Source: an optimization exercise on an open RTL-to-GDS flow (aim: small area, a short achievable clock period and few clock cycles per item). Production flows keep margins and buffers that such runs may drop.
RTL that was checked went through simulation tests only; none was proved equivalent to the original.
No activity file was given, so power comes from the tool's default toggle rates.

==> inputs of v33 <==
Design wallace_mult, start of the top module:
module wallace_mult (
	input  logic                  clk,
	input  logic                  rst_n,
	input  logic                  in_valid,
	input  wallace_pkg::operand_t a,
	input  wallace_pkg::operand_t b,
	output logic                  in_credit,
	output logic                  out_valid,
	output wallace_pkg::product_t product,
	input  logic                  out_credit
);
clock: 4.0 ns
lec_check: 0
abc_clock_period_in_ps: 2400
cap_margin: 20
core_margin: 2
core_utilization: 40
setup_slack_margin: 1.5
slew_margin: 20
run.sh (not shown) runs the stock make flow with config.mk's settings and CLKGATE_MAP_FILE= SYNTH_SCRIPT=/design/flow/synth_recipe.tcl, a recipe that flattens the netlist after the stock synthesis.
==> inputs of v36, as changes to v33 <==
- ABC_CLOCK_PERIOD_IN_PS: 2400 -> unset
- SETUP_SLACK_MARGIN: 1.5 -> 1.8
- TNS_END_PERCENT: unset -> 100
==> inputs of v16, as changes to v33 <==
- ABC_CLOCK_PERIOD_IN_PS: 2400 -> unset
- SETUP_SLACK_MARGIN: 1.5 -> 1.7
==> inputs of v34, as changes to v33 <==
- ABC_CLOCK_PERIOD_IN_PS: 2400 -> unset
==> comparison <==
v34 completed with no timing, DRC or antenna violations. v16 passed the timing, design-rule and antenna checks. v33 passed the timing, design-rule and antenna checks. v36 finished clean.
In synthesized cell count, v34 and v36 do not differ.
In non-clock buffer count, v33 and v34 do not differ.
Of v34 and v16, v16 has the higher fmax (gap about 1.7%, measured against v16).
Between v34 and v16, the lower via count is in v34 (gap 2.0%, measured against v16).
Of v16 and v34, v16 has the higher utilization (gap 2.8 points).
In v16 the register-to-register slack is lower than in v33, by 0.14 ns.
Power is the same in v33 and v34.
Clock-buffer cell count: v33 is higher than v16 (3).
==> figures <==
Run status: v33 timing/DRC/antenna clean; v34 timing/DRC/antenna clean; v36 timing/DRC/antenna clean; v16 timing/DRC/antenna clean
Launching point of the worst reg2reg path: v33 u_result_buffer.out_valid; v34 u_result_buffer.out_valid; v36 u_result_buffer.count[1]; v16 u_result_buffer.out_valid
Worst path arrival time: v33 2.79 ns; v34 2.79 ns; v36 2.75 ns; v16 2.74 ns
Power Dens Cells: v33 583 mW/mm²; v34 583 mW/mm²; v36 540 mW/mm²; v16 552 mW/mm²
Layout clock buffers: v33 35; v34 35; v36 31; v16 32
Number of antenna repair diodes: v33 1; v34 1; v36 0; v16 0
Area of the multi-input gates: v33 0.00906 mm²; v34 0.00906 mm²; v36 0.0101 mm²; v16 0.00976 mm²
Hold-critical path endpoint: v33 u_csa.st2_q[34]; v34 u_csa.st2_q[34]; v36 u_csa.st2_q[58]; v16 u_csa.st2_q[56]
Final worst-path setup slack: v33 1.46 ns; v34 1.46 ns; v36 1.52 ns; v16 1.51 ns
Fill cell count: v33 3687; v34 3687; v36 3349; v16 3559
Leakage power figure: v33 8.20 nW; v34 8.20 nW; v36 9.31 nW; v16 8.51 nW
Later-pin clock latency in the skew report: v33 0.54 ns; v34 0.54 ns; v36 0.52 ns; v16 0.52 ns
Highest clock frequency the design can meet: v33 394 MHz; v34 394 MHz; v36 403 MHz; v16 401 MHz
Number of nets in the finished design: v33 1911; v34 1911; v36 2026; v16 1958
Layout cell share with drive strength beyond 1: v33 25.7%; v34 25.7%; v36 40.0%; v16 33.2%
Ratio of layout area to synthesized area: v33 1.247x; v34 1.247x; v36 1.404x; v16 1.315x
Worst reg2reg path endpoint: v33 u_result_buffer.mem[10]; v34 u_result_buffer.mem[10]; v36 u_result_buffer.out_valid; v16 u_result_buffer.mem[37]
Met1 routed wirelength after detailed routing: v33 20.6 mm; v34 20.6 mm; v36 21.7 mm; v16 21.0 mm
Testbench counts of v33, summed over its fixed seeds: cycles 3,224, items 3,200.
Testbench counts of v36, summed over its fixed seeds: cycles 3,224, items 3,200.
Testbench counts of v16, summed over its fixed seeds: cycles 3,224, items 3,200.
Testbench counts of v34, summed over its fixed seeds: cycles 3,224, items 3,200.

---

==> run K <==
Another version of the RTL of wallace_mult (not shown whole).
==> module result_buffer, before the edit <==
module result_buffer #(
	parameter int NS = 2
) (
	input  logic                  clk,
	input  logic                  rst_n,
	input  logic                  in_valid,
	input  wallace_pkg::product_t push_data,
	input  logic                  out_credit,
	output logic [NS-1:0]         load,
	output logic                  out_valid,
	output wallace_pkg::product_t product,
	output logic                  in_credit
);
	localparam int DEPTH = 2;
	localparam int SLOTS = NS + DEPTH;
	logic [DEPTH-1:0][32-1:0] mem;
	logic [2:0] count;
	logic [2:0] count_next;
	logic [1:0] out_cnt;
	logic [1:0] out_cnt_next;
	logic [NS-1:0] valid;
	logic [NS-1:0] move;
	logic pop;
	logic push;
	logic [2:0] n_ops;
	logic [2:0] n_ops_next;
	logic [2:0] up_cnt;
	logic [2:0] up_cnt_next;
	logic pop_next;
	assign pop = out_valid;
	assign push = move[NS-1];
	assign product = mem[0];
	assign count_next = count + 3'(push) - 3'(pop);
	assign out_cnt_next = out_cnt + 2'(out_credit) - 2'(pop);
	assign n_ops_next = n_ops + 3'(in_valid) - 3'(pop);
	assign up_cnt_next = up_cnt - 3'(in_valid) + 3'(in_credit);
	assign pop_next = (count_next != 3'd0) && (out_cnt_next != 2'd0);
	always_comb begin
		move[NS-1] = valid[NS-1] && ((count != 3'(DEPTH)) || pop);
		for (int k = NS - 2; k >= 0; k--) begin
			move[k] = valid[k] && (!valid[k+1] || move[k+1]);
		end
		load[0] = in_valid;
		for (int k = 1; k < NS; k++) begin
			load[k] = move[k-1];
		end
	end
	for (genvar k = 0; k < DEPTH; k++) begin : g_entry
		logic shift;
		logic fill;
		assign shift = pop && (3'(k + 1) < count);
		assign fill = push && (3'(k) == count - 3'(pop));
		always_ff @(posedge clk) begin
			if (shift || fill) begin
				if (k + 1 < DEPTH && shift) begin
					mem[k] <= mem[(k + 1 < DEPTH) ? k + 1 : k];
				end else begin
					mem[k] <= push_data;
				end
			end
		end
	end
	always_ff @(posedge clk or negedge rst_n) begin
		if (!rst_n) begin
			valid <= '0;
			count <= '0;
			out_cnt <= 2'(2);
			out_valid <= 1'b0;
			n_ops <= '0;
			up_cnt <= 3'(4);
			in_credit <= 1'b0;
		end else begin
			valid <= load | (valid & ~move);
			count <= count_next;
			out_cnt <= out_cnt_next;
			out_valid <= pop_next;
			n_ops <= n_ops_next;
			up_cnt <= up_cnt_next;
			in_credit <= (up_cnt_next < 3'(4)) &&
				(4'(n_ops_next) + 4'(up_cnt_next) - 4'(pop_next) < 4'(SLOTS));
		end
	end
endmodule
==> flow/config.mk <==
export PLATFORM = sky130hd
export DESIGN_NAME = wallace_mult
export DESIGN_NICKNAME = wallace_mult
export VERILOG_FILES = /design/flow/design.v
export SDC_FILE = /design/flow/constraint.sdc
export NUM_CORES = 4
export LEC_CHECK = 0
export CAP_MARGIN = 20
export CORE_MARGIN = 2
export CORE_UTILIZATION = 40
export SETUP_SLACK_MARGIN = 2.1
export SLEW_MARGIN = 20
==> flow/constraint.sdc <==
create_clock -name core_clock -period 4.0 [get_ports {clk}]
set_input_delay 0.8000 -clock core_clock [delete_from_list [all_inputs] [get_ports {clk}]]
set_output_delay 0.8000 -clock core_clock [all_outputs]
set_load 0.01 [all_outputs]
==> inputs of run Y, as changes to run K <==
--- a/flow/design.v
+++ b/flow/design.v
@@ -1860,9 +1860,11 @@
 	logic pop;
 	logic push;
-	logic [2:0] n_ops;
-	logic [2:0] n_ops_next;
 	logic [2:0] up_cnt;
 	logic [2:0] up_cnt_next;
+	logic [2:0] total;
+	logic [2:0] total_next;
 	logic pop_next;
+	logic up_full_next;
+	logic room_next;
 	assign pop = out_valid;
 	assign push = move[NS-1];
@@ -1870,7 +1872,14 @@
 	assign count_next = count + 3'(push) - 3'(pop);
 	assign out_cnt_next = out_cnt + 2'(out_credit) - 2'(pop);
-	assign n_ops_next = n_ops + 3'(in_valid) - 3'(pop);
 	assign up_cnt_next = up_cnt - 3'(in_valid) + 3'(in_credit);
-	assign pop_next = (count_next != 3'd0) && (out_cnt_next != 2'd0);
+	assign total_next = total - 3'(pop) + 3'(in_credit);
+	assign pop_next = (push || (count > 3'd1) || ((count == 3'd1) && !pop)) &&
+		(out_credit || (out_cnt > 2'd1) || ((out_cnt == 2'd1) && !pop));
+	assign up_full_next = ((up_cnt == 3'(4)) && (in_credit || !in_valid)) ||
+		((up_cnt == 3'(4 - 1)) && in_credit && !in_valid);
+	assign room_next = (total < 3'(SLOTS - 1)) ||
+		((total == 3'(SLOTS - 1)) && !(in_credit && !pop)) ||
+		((total == 3'(SLOTS)) && pop && !in_credit) ||
+		(total_next == 3'(SLOTS) && pop_next);
 	always_comb begin
 		move[NS-1] = valid[NS-1] && ((count != 3'(DEPTH)) || pop);
@@ -1904,6 +1913,6 @@
 			out_cnt <= 2'(2);
 			out_valid <= 1'b0;
-			n_ops <= '0;
 			up_cnt <= 3'(4);
+			total <= 3'(4);
 			in_credit <= 1'b0;
 		end else begin
@@ -1912,8 +1921,7 @@
 			out_cnt <= out_cnt_next;
 			out_valid <= pop_next;
-			n_ops <= n_ops_next;
 			up_cnt <= up_cnt_next;
-			in_credit <= (up_cnt_next < 3'(4)) &&
-				(4'(n_ops_next) + 4'(up_cnt_next) - 4'(pop_next) < 4'(SLOTS));
+			total <= total_next;
+			in_credit <= !up_full_next && room_next;
 		end
 	end
- ABC_AREA: not set -> 1
- CTS_CLUSTER_DIAMETER: not set -> 80
- CTS_CLUSTER_SIZE: not set -> 30
- SETUP_SLACK_MARGIN: 2.1 -> 1.8
==> inputs of run H, as changes to run K <==
--- a/flow/design.v
+++ b/flow/design.v
@@ -1860,9 +1860,11 @@
 	logic pop;
 	logic push;
-	logic [2:0] n_ops;
-	logic [2:0] n_ops_next;
 	logic [2:0] up_cnt;
 	logic [2:0] up_cnt_next;
+	logic [2:0] total;
+	logic [2:0] total_next;
 	logic pop_next;
+	logic up_full_next;
+	logic room_next;
 	assign pop = out_valid;
 	assign push = move[NS-1];
@@ -1870,7 +1872,14 @@
 	assign count_next = count + 3'(push) - 3'(pop);
 	assign out_cnt_next = out_cnt + 2'(out_credit) - 2'(pop);
-	assign n_ops_next = n_ops + 3'(in_valid) - 3'(pop);
 	assign up_cnt_next = up_cnt - 3'(in_valid) + 3'(in_credit);
-	assign pop_next = (count_next != 3'd0) && (out_cnt_next != 2'd0);
+	assign total_next = total - 3'(pop) + 3'(in_credit);
+	assign pop_next = (push || (count > 3'd1) || ((count == 3'd1) && !pop)) &&
+		(out_credit || (out_cnt > 2'd1) || ((out_cnt == 2'd1) && !pop));
+	assign up_full_next = ((up_cnt == 3'(4)) && (in_credit || !in_valid)) ||
+		((up_cnt == 3'(4 - 1)) && in_credit && !in_valid);
+	assign room_next = (total < 3'(SLOTS - 1)) ||
+		((total == 3'(SLOTS - 1)) && !(in_credit && !pop)) ||
+		((total == 3'(SLOTS)) && pop && !in_credit) ||
+		(total_next == 3'(SLOTS) && pop_next);
 	always_comb begin
 		move[NS-1] = valid[NS-1] && ((count != 3'(DEPTH)) || pop);
@@ -1904,6 +1913,6 @@
 			out_cnt <= 2'(2);
 			out_valid <= 1'b0;
-			n_ops <= '0;
 			up_cnt <= 3'(4);
+			total <= 3'(4);
 			in_credit <= 1'b0;
 		end else begin
@@ -1912,8 +1921,7 @@
 			out_cnt <= out_cnt_next;
 			out_valid <= pop_next;
-			n_ops <= n_ops_next;
 			up_cnt <= up_cnt_next;
-			in_credit <= (up_cnt_next < 3'(4)) &&
-				(4'(n_ops_next) + 4'(up_cnt_next) - 4'(pop_next) < 4'(SLOTS));
+			total <= total_next;
+			in_credit <= !up_full_next && room_next;
 		end
 	end
- SETUP_SLACK_MARGIN: 2.1 -> 1.9
==> notes.md <==
item	run K	run H	run Y
Run status	timing/DRC/antenna clean	timing/DRC/antenna clean	timing/DRC/antenna clean
Count of antenna diodes in the layout	0	1	0
Endpoint required time on the critical path	4.44 ns	4.30 ns	4.28 ns
Xor and xnor area share after synthesis	9.74%	9.63%	8.26%
Total chip power	17.3 mW	16.0 mW	14.7 mW
Met1 layer wirelength in the final routing	16900 µm	16600 µm	17900 µm
GPL Wtd Cong	0.813	0.842	0.886
Final critical delay including setup and external delays	3.36 ns	2.37 ns	2.43 ns
Capturing instance or port of the critical path	u_result_buffer.in_credit	u_csa.st2_q[44]	u_csa.st2_q[32]
Share of the final layout cell area in multi-input gates	39.9%	37.2%	37.5%
Core Util, Final	54.3%	52.6%	50.8%
Most frequent cell after synthesis	sky130_fd_sc_hd__edfxtp_1	sky130_fd_sc_hd__edfxtp_1	sky130_fd_sc_hd__inv_1
Worst Tran Pin Value	0.772 ns	0.798 ns	0.746 ns
Function was not checked in any run of this note: the RTL went through the layout flow alone.

---

==> maple <==
RTL: one of the versions met above, not the one the previous note started from.
==> flow/design.v (excerpt) <==
module wallace_mult (
	input  logic                  clk,
	input  logic                  rst_n,
	input  logic                  in_valid,
	input  wallace_pkg::operand_t a,
	input  wallace_pkg::operand_t b,
	output logic                  in_credit,
	output logic                  out_valid,
	output wallace_pkg::product_t product,
	input  logic                  out_credit
);
	localparam int NS = 3;
	logic [NS-1:0] load;
	wallace_pkg::product_t sum_product;
	csa_layer u_csa (
		.clk  (clk),
		.en   (load),
		.a    (a),
		.b    (b),
		.product (sum_product)
	);
	result_buffer #(.NS(NS)) u_result_buffer (
		.clk        (clk),
		.rst_n      (rst_n),
		.in_valid   (in_valid),
		.push_data  (sum_product),
		.out_credit (out_credit),
		.load       (load),
		.out_valid  (out_valid),
		.product    (product),
		.in_credit  (in_credit)
	);
endmodule
==> module result_buffer, before the edit <==
module result_buffer #(
	parameter int NS = 2
) (
	input  logic                  clk,
	input  logic                  rst_n,
	input  logic                  in_valid,
	input  wallace_pkg::product_t push_data,
	input  logic                  out_credit,
	output logic [NS-1:0]         load,
	output logic                  out_valid,
	output wallace_pkg::product_t product,
	output logic                  in_credit
);
	localparam int DEPTH = 2;
	localparam int SLOTS = NS + DEPTH;
	logic [DEPTH-1:0][32-1:0] mem;
	logic [2:0] count;
	logic [2:0] count_next;
	logic [1:0] out_cnt;
	logic [1:0] out_cnt_next;
	logic [NS-1:0] valid;
	logic [NS-1:0] move;
	logic pop;
	logic push;
	logic [2:0] up_cnt;
	logic [2:0] up_cnt_next;
	logic [2:0] total;
	logic [2:0] total_next;
	logic pop_next;
	logic up_full_next;
	logic room_next;
	assign pop = out_valid;
	assign push = move[NS-1];
	assign product = mem[0];
	assign count_next = count + 3'(push) - 3'(pop);
	assign out_cnt_next = out_cnt + 2'(out_credit) - 2'(pop);
	assign up_cnt_next = up_cnt - 3'(in_valid) + 3'(in_credit);
	assign total_next = total - 3'(pop) + 3'(in_credit);
	assign pop_next = (push || (count > 3'd1) || ((count == 3'd1) && !pop)) &&
		(out_credit || (out_cnt > 2'd1) || ((out_cnt == 2'd1) && !pop));
	assign up_full_next = ((up_cnt == 3'(4)) && (in_credit || !in_valid)) ||
		((up_cnt == 3'(4 - 1)) && in_credit && !in_valid);
	assign room_next = (total < 3'(SLOTS - 1)) ||
		((total == 3'(SLOTS - 1)) && !(in_credit && !pop)) ||
		((total == 3'(SLOTS)) && pop && !in_credit) ||
		(total_next == 3'(SLOTS) && pop_next);
	always_comb begin
		move[NS-1] = valid[NS-1] && ((count != 3'(DEPTH)) || pop);
		for (int k = NS - 2; k >= 0; k--) begin
			move[k] = valid[k] && (!valid[k+1] || move[k+1]);
		end
		load[0] = in_valid;
		for (int k = 1; k < NS; k++) begin
			load[k] = move[k-1];
		end
	end
	for (genvar k = 0; k < DEPTH; k++) begin : g_entry
		logic shift;
		logic fill;
		assign shift = pop && (3'(k + 1) < count);
		assign fill = push && (3'(k) == count - 3'(pop));
		always_ff @(posedge clk) begin
			if (shift || fill) begin
				if (k + 1 < DEPTH && shift) begin
					mem[k] <= mem[(k + 1 < DEPTH) ? k + 1 : k];
				end else begin
					mem[k] <= push_data;
				end
			end
		end
	end
	always_ff @(posedge clk or negedge rst_n) begin
		if (!rst_n) begin
			valid <= '0;
			count <= '0;
			out_cnt <= 2'(2);
			out_valid <= 1'b0;
			up_cnt <= 3'(4);
			total <= 3'(4);
			in_credit <= 1'b0;
		end else begin
			valid <= load | (valid & ~move);
			count <= count_next;
			out_cnt <= out_cnt_next;
			out_valid <= pop_next;
			up_cnt <= up_cnt_next;
			total <= total_next;
			in_credit <= !up_full_next && room_next;
		end
	end
endmodule
make LEC_CHECK=0 CAP_MARGIN=20 CORE_MARGIN=2 CORE_UTILIZATION=40 SETUP_SLACK_MARGIN=1.7 SLEW_MARGIN=20 finish   # period 4.0 ns
==> onyx (differences from maple) <==
--- a/flow/design.v
+++ b/flow/design.v
@@ -1859,28 +1859,19 @@
 	logic [NS-1:0] move;
 	logic pop;
 	logic push;
+	logic [2:0] n_ops;
+	logic [2:0] n_ops_next;
 	logic [2:0] up_cnt;
 	logic [2:0] up_cnt_next;
-	logic [2:0] total;
-	logic [2:0] total_next;
 	logic pop_next;
-	logic up_full_next;
-	logic room_next;
 	assign pop = out_valid;
 	assign push = move[NS-1];
 	assign product = mem[0];
 	assign count_next = count + 3'(push) - 3'(pop);
 	assign out_cnt_next = out_cnt + 2'(out_credit) - 2'(pop);
+	assign n_ops_next = n_ops + 3'(in_valid) - 3'(pop);
 	assign up_cnt_next = up_cnt - 3'(in_valid) + 3'(in_credit);
-	assign total_next = total - 3'(pop) + 3'(in_credit);
-	assign pop_next = (push || (count > 3'd1) || ((count == 3'd1) && !pop)) &&
-		(out_credit || (out_cnt > 2'd1) || ((out_cnt == 2'd1) && !pop));
-	assign up_full_next = ((up_cnt == 3'(4)) && (in_credit || !in_valid)) ||
-		((up_cnt == 3'(4 - 1)) && in_credit && !in_valid);
-	assign room_next = (total < 3'(SLOTS - 1)) ||
-		((total == 3'(SLOTS - 1)) && !(in_credit && !pop)) ||
-		((total == 3'(SLOTS)) && pop && !in_credit) ||
-		(total_next == 3'(SLOTS) && pop_next);
+	assign pop_next = (count_next != 3'd0) && (out_cnt_next != 2'd0);
 	always_comb begin
 		move[NS-1] = valid[NS-1] && ((count != 3'(DEPTH)) || pop);
 		for (int k = NS - 2; k >= 0; k--) begin
@@ -1912,17 +1903,18 @@
 			count <= '0;
 			out_cnt <= 2'(2);
 			out_valid <= 1'b0;
+			n_ops <= '0;
 			up_cnt <= 3'(4);
-			total <= 3'(4);
 			in_credit <= 1'b0;
 		end else begin
 			valid <= load | (valid & ~move);
 			count <= count_next;
 			out_cnt <= out_cnt_next;
 			out_valid <= pop_next;
+			n_ops <= n_ops_next;
 			up_cnt <= up_cnt_next;
-			total <= total_next;
-			in_credit <= !up_full_next && room_next;
+			in_credit <= (up_cnt_next < 3'(4)) &&
+				(4'(n_ops_next) + 4'(up_cnt_next) - 4'(pop_next) < 4'(SLOTS));
 		end
 	end
 endmodule
Settings changed: SETUP_SLACK_MARGIN 1.7 to 1.9.
==> qor summary <==
Maximum clock frequency: maple 0.432 GHz; onyx 0.302 GHz
Result of the run: maple finished clean; onyx finished clean
Combinational Power Share: maple 0.420; onyx 0.479
Area of the multi-input gates: maple 7130 um2; onyx 8080 um2
Total half-perimeter wirelength after legalization and detailed placement: maple 23.3 mm; onyx 22.9 mm
Starting utilization of the core area: maple 0.404; onyx 0.403
Cell total after placement: maple 1793; onyx 1761
Simple-gate area share of the yosys netlist: maple 0.0454; onyx 0.0462
Wl on met1: maple 16.3 mm; onyx 16.9 mm
Avg Cell Area, Syn: maple 12.7 um2; onyx 13.0 um2
Global-route met1 utilization: maple 0.242; onyx 0.245
Wire length on met2: maple 15.7 mm; onyx 17.0 mm
Clock Network Area Fraction: maple 0.0558; onyx 0.0468
Number of design-rule violations left by the first detailed-router iteration: maple 650; onyx 642
Sequential cell area in the final layout: maple 8330 um2; onyx 8330 um2
Crit path required time: maple 4.26 ns; onyx 4.39 ns
Reg-to-reg critical path startpoint: maple u_csa.st1_q[7]$_DFFE_PP_; onyx u_result_buffer.out_valid$_DFF_PN0_
Clk Latency, worst-skew pair: maple 0.53 ns; onyx 0.52 ns
Sequential portion of the cell area: maple 0.416; onyx 0.388
Data arrival time of the critical path: maple 2.58 ns; onyx 3.70 ns
Power per cell area: maple 769 nW/um2; onyx 770 nW/um2
No run of this note included a check of the RTL's function; only the layout flow was run.

-- static timing again, ports no longer ideal --
No port has a modelled driver above. Below, the same layouts with a new extraction and two added sets of constraints.
Step 1 assumes that a clkbuf_16 drives the clock port and a buf_2 every other input.
Step 2 also shifts input and output timing later by t, the mid clock arrival at the registers, as if the neighbouring blocks saw the same clock.
Slacks: no drivers / after step 1 / after step 2; pairs: no drivers / after step 1.
run	shift t [ns]	slack for setup (ns)	hold slack, ns
v33	0.574	1.464 / 1.488 / 0.914	0.422 / 0.422 / 0.422
v36	0.559	1.519 / 1.513 / 0.954	0.419 / 0.419 / 0.419
v16	0.557	1.507 / 1.483 / 0.926	0.418 / 0.418 / 0.418
v34	0.574	1.464 / 1.488 / 0.914	0.422 / 0.422 / 0.422
run K	0.603	0.638 / 0.638 / 0.638	0.420 / 0.420 / 0.420
run Y	0.563	1.574 / 1.574 / 1.574	0.438 / 0.438 / 0.438
run H	0.617	1.634 / 1.634 / 1.634	0.418 / 0.418 / 0.418
maple	0.576	1.685 / 1.685 / 1.632	0.417 / 0.417 / 0.417
onyx	0.564	0.687 / 0.687 / 0.438	0.421 / 0.421 / 0.421
After both steps every run listed still meets setup and hold. The setup slack of v16, which loses most, moves by -0.024 ns with the drivers and by -0.581 ns with both steps.
